Background: an optimization exercise with open tools, aiming at small area, a short achievable clock period and few clock cycles. Do not read the settings as production practice.
In this exercise RTL edits were held to simulation tests only and were not proved equivalent to the original.
Power and IR drop assume default switching activity.

job 261:
==> flow/design.v <==
`default_nettype none
package kdr_pkg;
  localparam int DATA_W = 32;
  localparam int PARAM_W = 16;
  localparam int ACT_W = 3;
  localparam int CFG_IDX_W = 3;
  localparam int KEY_COUNT_DEF = 32;
  localparam int TIMER_BITS_DEF = 16;
  localparam logic [ACT_W-1:0] ACT_TICK   = 3'd0;
  localparam logic [ACT_W-1:0] ACT_PRESS  = 3'd1;
  localparam logic [ACT_W-1:0] ACT_REPEAT = 3'd2;
  localparam logic [ACT_W-1:0] ACT_SHORT  = 3'd3;
  localparam logic [ACT_W-1:0] ACT_LONG   = 3'd4;
  localparam logic [ACT_W-1:0] ACT_CHORD  = 3'd5;
  localparam logic [CFG_IDX_W-1:0] REG_ENABLED     = 3'd0;
  localparam logic [CFG_IDX_W-1:0] REG_ACTIVE_HIGH = 3'd1;
  localparam logic [CFG_IDX_W-1:0] REG_REPEAT_KEYS = 3'd2;
  localparam logic [CFG_IDX_W-1:0] REG_FIRST_DELAY = 3'd3;
  localparam logic [CFG_IDX_W-1:0] REG_PERIOD      = 3'd4;
  localparam logic [PARAM_W-1:0] FIRST_DELAY_RST = 16'd50;
  localparam logic [PARAM_W-1:0] PERIOD_RST      = 16'd20;
  typedef struct packed {
    logic [DATA_W-1:0]  enabled_keys;
    logic [DATA_W-1:0]  active_high_keys;
    logic [DATA_W-1:0]  repeat_keys;
    logic [PARAM_W-1:0] repeat_first_delay;
    logic [PARAM_W-1:0] repeat_period;
  } kdr_cfg_t;
  typedef struct packed {
    logic [ACT_W-1:0]  action;
    logic [DATA_W-1:0] pin_levels;
    logic [DATA_W-1:0] query_mask;
  } kdr_item_t;
  typedef struct packed {
    logic [DATA_W-1:0] selected_keys;
    logic [DATA_W-1:0] pending_presses;
    logic [DATA_W-1:0] debounced_keys;
  } kdr_res_t;
endpackage
`default_nettype wire
`default_nettype none
import kdr_pkg::*;
module kdr_cfg_regs (
  input  wire logic  clk,
  input  wire logic  rst_n,
  input  wire logic                 cfg_valid,
  output      logic                 cfg_ready,
  input  wire logic [CFG_IDX_W-1:0] cfg_index,
  input  wire logic [DATA_W-1:0]    cfg_data,
  output kdr_pkg::kdr_cfg_t   cfg
);
  kdr_pkg::kdr_cfg_t cfg_r;
  kdr_pkg::kdr_cfg_t cfg_nxt;
  assign cfg_ready = 1'b1;
  assign cfg = cfg_r;
  always_comb begin
    cfg_nxt = cfg_r;
    if (cfg_valid) begin
      case (cfg_index)
        REG_ENABLED:     cfg_nxt.enabled_keys = cfg_data;
        REG_ACTIVE_HIGH: cfg_nxt.active_high_keys = cfg_data;
        REG_REPEAT_KEYS: cfg_nxt.repeat_keys = cfg_data;
        REG_FIRST_DELAY: cfg_nxt.repeat_first_delay = cfg_data[PARAM_W-1:0];
        REG_PERIOD:      cfg_nxt.repeat_period = cfg_data[PARAM_W-1:0];
        default:         cfg_nxt = cfg_r;
      endcase
    end
  end
  always_ff @(posedge clk) begin
    if (!rst_n) begin
      cfg_r.enabled_keys       <= '0;
      cfg_r.active_high_keys   <= '0;
      cfg_r.repeat_keys        <= '0;
      cfg_r.repeat_first_delay <= FIRST_DELAY_RST;
      cfg_r.repeat_period      <= PERIOD_RST;
    end else begin
      cfg_r <= cfg_nxt;
    end
  end
endmodule
`default_nettype wire
`default_nettype none
import kdr_pkg::*;
module kdr_state (
  input  wire logic                 clk,
  input  wire logic                 rst_n,
  input  wire logic                 acc,
  input  wire logic [ACT_W-1:0]     action,
  input  wire logic [DATA_W-1:0]    pins,
  input  wire logic [DATA_W-1:0]    q,
  input  wire kdr_pkg::kdr_cfg_t    cfg,
  output      logic [DATA_W-1:0]    sel_o,
  output      logic [DATA_W-1:0]    press_o,
  output      logic [DATA_W-1:0]    stable_o
);
  logic [DATA_W-1:0]  press_r, stable_r, rep_r, lo_r, hi_r, sel_r;
  logic [PARAM_W-1:0] tmr_r;
  logic               tpend_r;
  logic [DATA_W-1:0] en, ah, rk;
  assign en = cfg.enabled_keys;
  assign ah = cfg.active_high_keys;
  assign rk = cfg.repeat_keys;
  logic                any_rk;
  logic                fire;
  logic [PARAM_W-1:0]  tmr_dec, fd_dec;
  logic [DATA_W-1:0]   rep_eff;
  assign any_rk  = |(stable_r & rk);
  assign tmr_dec = tmr_r - 1'b1;
  assign fd_dec  = cfg.repeat_first_delay - 1'b1;
  assign fire    = tpend_r && (any_rk ? (tmr_r == PARAM_W'(1))
                                      : (cfg.repeat_first_delay == PARAM_W'(1)));
  assign rep_eff = rep_r | ({DATA_W{fire}} & stable_r & rk);
  logic a_tick, a_press, a_rep, a_short, a_long, a_chord;
  assign a_tick  = (action == ACT_TICK);
  assign a_press = (action == ACT_PRESS);
  assign a_rep   = (action == ACT_REPEAT);
  assign a_short = (action == ACT_SHORT);
  assign a_long  = (action == ACT_LONG);
  assign a_chord = (action == ACT_CHORD);
  logic [DATA_W-1:0] chg, lo_n, hi_n, toggle, stable_n;
  assign chg      = (stable_r ^ ~(pins ^ ah)) & en;
  assign lo_n     = ~(lo_r & chg);
  assign hi_n     = lo_n ^ (hi_r & chg);
  assign toggle   = chg & lo_n & hi_n;
  assign stable_n = stable_r ^ toggle;
  logic              chord_ok;
  logic [DATA_W-1:0] rsel, pclr, sel, press_n, rep_n;
  assign chord_ok = &(press_r | ~q);
  assign rsel     = q & rep_eff & {DATA_W{a_rep | a_long}};
  assign pclr     = q & press_r & ({DATA_W{a_press | (a_chord & chord_ok)}} |
                                   ({DATA_W{a_short}} & ~stable_r) |
                                   ({DATA_W{a_long}} & rep_eff));
  assign sel      = a_rep ? rsel : pclr;
  assign press_n  = a_tick ? (press_r | (stable_n & toggle)) : (press_r & ~pclr);
  assign rep_n    = rep_eff & ~rsel;
  always_ff @(posedge clk) begin
    if (!rst_n) begin
      press_r  <= '0;
      stable_r <= '0;
      rep_r    <= '0;
      lo_r     <= '1;
      hi_r     <= '1;
      tmr_r    <= '0;
      tpend_r  <= 1'b0;
    end else begin
      tpend_r <= acc && a_tick;
      if (fire) begin
        tmr_r <= cfg.repeat_period;
      end else if (tpend_r) begin
        tmr_r <= any_rk ? tmr_dec : fd_dec;
      end
      if (acc) begin
        press_r <= press_n;
        rep_r   <= rep_n;
      end else begin
        rep_r   <= rep_eff;
      end
      if (acc && a_tick) begin
        stable_r <= stable_n;
        lo_r     <= lo_n;
        hi_r     <= hi_n;
      end
    end
  end
  always_ff @(posedge clk) begin
    if (acc) begin
      sel_r <= sel;
    end
  end
  assign sel_o    = sel_r;
  assign press_o  = press_r;
  assign stable_o = stable_r;
endmodule
`default_nettype wire
`default_nettype none
import kdr_pkg::*;
module key_debounce_repeat_unit #(
  parameter int KEY_COUNT  = KEY_COUNT_DEF,
  parameter int TIMER_BITS = TIMER_BITS_DEF
) (
  input wire logic   clk,
  input wire logic   rst_n,
  input  wire logic                 in_valid,
  output      logic                 in_ready,
  input  wire logic [ACT_W-1:0]     in_action,
  input  wire logic [DATA_W-1:0]    in_pin_levels,
  input  wire logic [DATA_W-1:0]    in_query_mask,
  output      logic                 out_valid,
  input  wire logic                 out_ready,
  output      logic [DATA_W-1:0]    out_selected_keys,
  output      logic [DATA_W-1:0]    out_pending_presses,
  output      logic [DATA_W-1:0]    out_debounced_keys,
  input  wire logic                 cfg_valid,
  output      logic                 cfg_ready,
  input  wire logic [CFG_IDX_W-1:0] cfg_index,
  input  wire logic [DATA_W-1:0]    cfg_data
);
  kdr_pkg::kdr_cfg_t cfg;
  logic              out_v_r;
  logic              acc;
  kdr_cfg_regs u_cfg (
    .clk       (clk),
    .rst_n     (rst_n),
    .cfg_valid (cfg_valid),
    .cfg_ready (cfg_ready),
    .cfg_index (cfg_index),
    .cfg_data  (cfg_data),
    .cfg       (cfg)
  );
  assign in_ready = !out_v_r || out_ready;
  assign acc      = in_valid && in_ready;
  kdr_state u_state (
    .clk      (clk),
    .rst_n    (rst_n),
    .acc      (acc),
    .action   (in_action),
    .pins     (in_pin_levels),
    .q        (in_query_mask),
    .cfg      (cfg),
    .sel_o    (out_selected_keys),
    .press_o  (out_pending_presses),
    .stable_o (out_debounced_keys)
  );
  always_ff @(posedge clk) begin
    if (!rst_n) begin
      out_v_r <= 1'b0;
    end else if (in_ready) begin
      out_v_r <= in_valid;
    end
  end
  assign out_valid = out_v_r;
endmodule
`default_nettype wire
==> flow/config.mk <==
export PLATFORM = sky130hd
export DESIGN_NAME = key_debounce_repeat_unit
export DESIGN_NICKNAME = key_debounce_repeat_unit
export VERILOG_FILES = /design/flow/design.v
export SDC_FILE = /design/flow/constraint.sdc
export NUM_CORES = 4
export LEC_CHECK = 0
export CAP_MARGIN = 20
export CORE_MARGIN = 2
export CORE_UTILIZATION = 60
export SETUP_SLACK_MARGIN = 2.4
export SLEW_MARGIN = 20
==> flow/constraint.sdc <==
create_clock -name core_clock -period 5.0 [get_ports {clk}]
set_input_delay 1.0000 -clock core_clock [delete_from_list [all_inputs] [get_ports {clk}]]
set_output_delay 1.0000 -clock core_clock [all_outputs]
set_load 0.01 [all_outputs]
run.sh (not shown) runs the stock make flow with config.mk's settings and CLKGATE_MAP_FILE= SYNTH_SCRIPT=/design/flow/synth_recipe.tcl, a recipe that flattens the netlist after the stock synthesis.
Job 261 ran to completion and came out clean on the timing, design-rule and antenna checks.
Testbench counts of job 261, summed over its fixed seeds: cycles 24,131.
--- input diff job 261..job 3287 ---
- CORE_UTILIZATION: 60 -> 40
- SETUP_SLACK_MARGIN: 2.4 -> unset
Findings:
The higher wire length came out of job 261. Wire length on met2: job 3287 > job 261. Compared with job 261, job 3287 degrades total power. In job 3287 the global-route usage turned out 11 points lower than in job 261.
Setup changes, job 3287 to job 6865
- CORE_UTILIZATION: 40 -> 45
- SETUP_SLACK_MARGIN: unset -> 2.7
==> flow/flow/run.sh (new file) <==
#!/bin/bash
# The standard layout, with two changes: ports are buffered with plain buf_1
# cells (timing repair may upsize them) instead of the delay cells buffer_ports
# picks by default, and clock tree synthesis inserts no dummy loads.
set -euo pipefail
export BUFFER_PORTS_ARGS="-buffer_cell sky130_fd_sc_hd__buf_1"
export CTS_ARGS="-sink_clustering_enable -repair_clock_nets -dont_use_dummy_load -buf_list {sky130_fd_sc_hd__clkbuf_4 sky130_fd_sc_hd__clkbuf_8}"
bash standard.sh > standard_flow.log 2>&1
==> flow/standard.sh (new file) <==
#!/bin/bash
# synth_recipe.tcl (not shown) runs the flow's synth.tcl, then flattens the netlist and writes it again
# the make line also repeats each setting of config.mk as NAME=value (left out here)
make -C /OpenROAD-flow-scripts/flow DESIGN_CONFIG=/design/flow/config.mk WORK_HOME=/design/flow/orfs CLKGATE_MAP_FILE= SYNTH_SCRIPT=/design/flow/synth_recipe.tcl "${@:-finish}"
removed: flow/run.sh
For largest net degree at the start of global routing, dividing the value from job 6865 by the value from job 3287 gives 1.15.
Compared with job 3287, the router placed more vias in job 6865.
Diff job 3287 and job 6865: combinational share of power higher in job 6865
Job 6865 vs job 3287 — total power per unit cell area dropped by a little under 10%
The higher number of placed instances, taps included came out of job 3287.
[inputs] job 3941 vs job 6865
- swapping 45 for 60 in CORE_UTILIZATION
- putting CTS_BUF_LIST at sky130_fd_sc_hd__clkbuf_4 sky130_fd_sc_hd__clkbuf_8 where nothing was set
- clearing SETUP_SLACK_MARGIN, which used to be 2.7
==> flow/run.sh (new file) <==
#!/bin/bash
# synth_recipe.tcl (not shown) runs the flow's synth.tcl, then flattens the netlist and writes it again
# the make line also repeats each setting of config.mk as NAME=value (left out here)
make -C /OpenROAD-flow-scripts/flow DESIGN_CONFIG=/design/flow/config.mk WORK_HOME=/design/flow/orfs CLKGATE_MAP_FILE= SYNTH_SCRIPT=/design/flow/synth_recipe.tcl finish
removed: flow/flow/run.sh
removed: flow/standard.sh
==> comparison <==
Slew at the pin closest to its max-slew limit (lower): job 6865
For smallest hold slack, job 3941 and job 6865 come out practically identical.
In the tables for job 3941 and job 6865, non-clock buffer count reads lower with job 3941.
Sort job 3941 and job 6865 by final critical delay including setup and external delays asc -> top: job 6865
Job 3941 vs. job 6865: total length of routed wires dropped 5.9 mm, core utilization climbed 20 points.
Changes observed in job 3941 relative to job 6865: number of vias after detailed routing lost 51; cell area after placement picked up an extra about 6%.
In job 3941 the biggest fanout along the worst timing path turned out 22 higher than in job 6865.

* * *

Another version of the RTL of key_debounce_repeat_unit (not shown whole).
For scale: roughly 1500 cells after synthesis, roughly 340 flip-flops, ~210 I/O pins, about 15000 sq um of cells after synthesis.
// key_debounce_repeat_unit
module key_debounce_repeat_unit #(
  parameter int KEY_COUNT  = KEY_COUNT_DEF,
  parameter int TIMER_BITS = TIMER_BITS_DEF
) (
  input wire logic   clk,
  input wire logic   rst_n,
  input  wire logic                 in_valid,
  output      logic                 in_ready,
  input  wire logic [ACT_W-1:0]     in_action,
  input  wire logic [DATA_W-1:0]    in_pin_levels,
  input  wire logic [DATA_W-1:0]    in_query_mask,
  output      logic                 out_valid,
  input  wire logic                 out_ready,
  output      logic [DATA_W-1:0]    out_selected_keys,
  output      logic [DATA_W-1:0]    out_pending_presses,
  output      logic [DATA_W-1:0]    out_debounced_keys,
  input  wire logic                 cfg_valid,
  output      logic                 cfg_ready,
  input  wire logic [CFG_IDX_W-1:0] cfg_index,
  input  wire logic [DATA_W-1:0]    cfg_data
);
  kdr_pkg::kdr_cfg_t cfg;
  logic              fd_one;
  logic              out_v_r;
  logic              acc;
  kdr_cfg_regs u_cfg (
    .clk       (clk),
    .rst_n     (rst_n),
    .cfg_valid (cfg_valid),
    .cfg_ready (cfg_ready),
    .cfg_index (cfg_index),
    .cfg_data  (cfg_data),
    .cfg       (cfg),
    .fd_one    (fd_one)
  );
  assign in_ready = !out_v_r || out_ready;
  assign acc      = in_valid && in_ready;
  kdr_state u_state (
    .clk      (clk),
    .rst_n    (rst_n),
    .acc      (acc),
    .action   (in_action),
    .pins     (in_pin_levels),
    .q        (in_query_mask),
    .cfg      (cfg),
    .fd_one   (fd_one),
    .sel_o    (out_selected_keys),
    .press_o  (out_pending_presses),
    .stable_o (out_debounced_keys)
  );
  always_ff @(posedge clk) begin
    if (!rst_n) begin
      out_v_r <= 1'b0;
    end else if (in_ready) begin
      out_v_r <= in_valid;
    end
  ...
Settings: LEC_CHECK=0, CAP_MARGIN=20, CORE_MARGIN=2, CORE_UTILIZATION=45, SETUP_SLACK_MARGIN=2.65, SLEW_MARGIN=20, TNS_END_PERCENT=20; clock period 5.0 ns.
standard.sh (not shown) runs the stock make flow with config.mk's settings and CLKGATE_MAP_FILE= SYNTH_SCRIPT=/design/flow/synth_recipe.tcl, a recipe that flattens the netlist after the stock synthesis.
==> flow/flow/run.sh <==
#!/bin/bash
# The standard layout, with two changes: ports are buffered with plain buf_1
# cells (timing repair may upsize them) instead of the delay cells buffer_ports
# picks by default, and clock tree synthesis uses larger sink clusters and
# inserts no dummy loads.
set -euo pipefail
export BUFFER_PORTS_ARGS="-buffer_cell sky130_fd_sc_hd__buf_1"
export CTS_ARGS="-sink_clustering_enable -repair_clock_nets -dont_use_dummy_load -sink_clustering_size 12 -sink_clustering_max_diameter 50 -buf_list {sky130_fd_sc_hd__clkbuf_8}"
bash standard.sh > standard_flow.log 2>&1
The first run ran to the end with no violations.
Testbench counts at the start, summed over its fixed seeds: cycles 24,131.
Next try:
--- a/flow/flow/run.sh
+++ b/flow/flow/run.sh
@@ -7,3 +7,4 @@
 export BUFFER_PORTS_ARGS="-buffer_cell sky130_fd_sc_hd__buf_1"
 export CTS_ARGS="-sink_clustering_enable -repair_clock_nets -dont_use_dummy_load -sink_clustering_size 12 -sink_clustering_max_diameter 50 -buf_list {sky130_fd_sc_hd__clkbuf_8}"
+export RECOVER_POWER=100
 bash standard.sh > standard_flow.log 2>&1
TNS_END_PERCENT = default   (was 20)
=> With this change the flow finished with max-capacitance violations, max-slew violations left. Wire length is higher slightly. Worst setup slack got worse by 1.1 ns. Global-route usage came out lower by 0.21 points. Sequential power is about the same. Die area does not change. Power drops slightly. Maximum frequency is lower by a quarter to a third.
Next try:
--- a/flow/flow/run.sh
+++ b/flow/flow/run.sh
@@ -7,4 +7,3 @@
 export BUFFER_PORTS_ARGS="-buffer_cell sky130_fd_sc_hd__buf_1"
 export CTS_ARGS="-sink_clustering_enable -repair_clock_nets -dont_use_dummy_load -sink_clustering_size 12 -sink_clustering_max_diameter 50 -buf_list {sky130_fd_sc_hd__clkbuf_8}"
-export RECOVER_POWER=100
 bash standard.sh > standard_flow.log 2>&1
Result: This time the run completed with no timing, DRC or antenna violations. Final cell count hardly moves. Cell area goes up by a few percent. Clock-buffer cell count stays the same. Sequential cell count does not change.

[separate check: timing with driven ports]
No port has a modelled driver above. Below, the same layouts with a new extraction and two added sets of constraints. Step 1: set_driving_cell puts a clkbuf_16 on clk and a buf_2 on each other input, an assumption about the parent block. Step 2 also shifts input and output timing later by t, the mid clock arrival at the registers, as if the neighbouring blocks saw the same clock. Three values: ideal ports, drivers, drivers and shift; two values: the first two.
run	t, ns	slack for setup (ns)	hold WS [ns]	worst setup path at the end	latest minus earliest clock arrival (ns)
job 261	0.558	2.390 / 2.340 / 1.861	0.452 / 0.452 / 0.452	input to register	0.015 / 0.015
job 3287	0.600	1.719 / 1.719 / 1.252	0.456 / 0.456 / 0.456	input to register	0.022 / 0.022
job 6865	0.682	2.645 / 2.645 / 1.991	0.454 / 0.454 / 0.454	input to register	0.037 / 0.037
job 3941	0.645	1.553 / 1.553 / 1.249	0.456 / 0.456 / 0.456	input to register	0.025 / 0.025
the first run of note 2	0.593	2.593 / 2.572 / 2.018	0.453 / 0.453 / 0.453	input to register	0.038 / 0.038
the second run of note 2	0.593	1.449 / 1.476 / 0.883	0.454 / 0.454 / 0.454	input to register	0.048 / 0.048
the third run of note 2	0.592	2.644 / 2.619 / 2.067	0.459 / 0.459 / 0.459	input to register	0.046 / 0.046
For job 6865, which loses most, drivers alone change the setup slack by 0.000 ns; drivers and shift together by -0.654 ns.
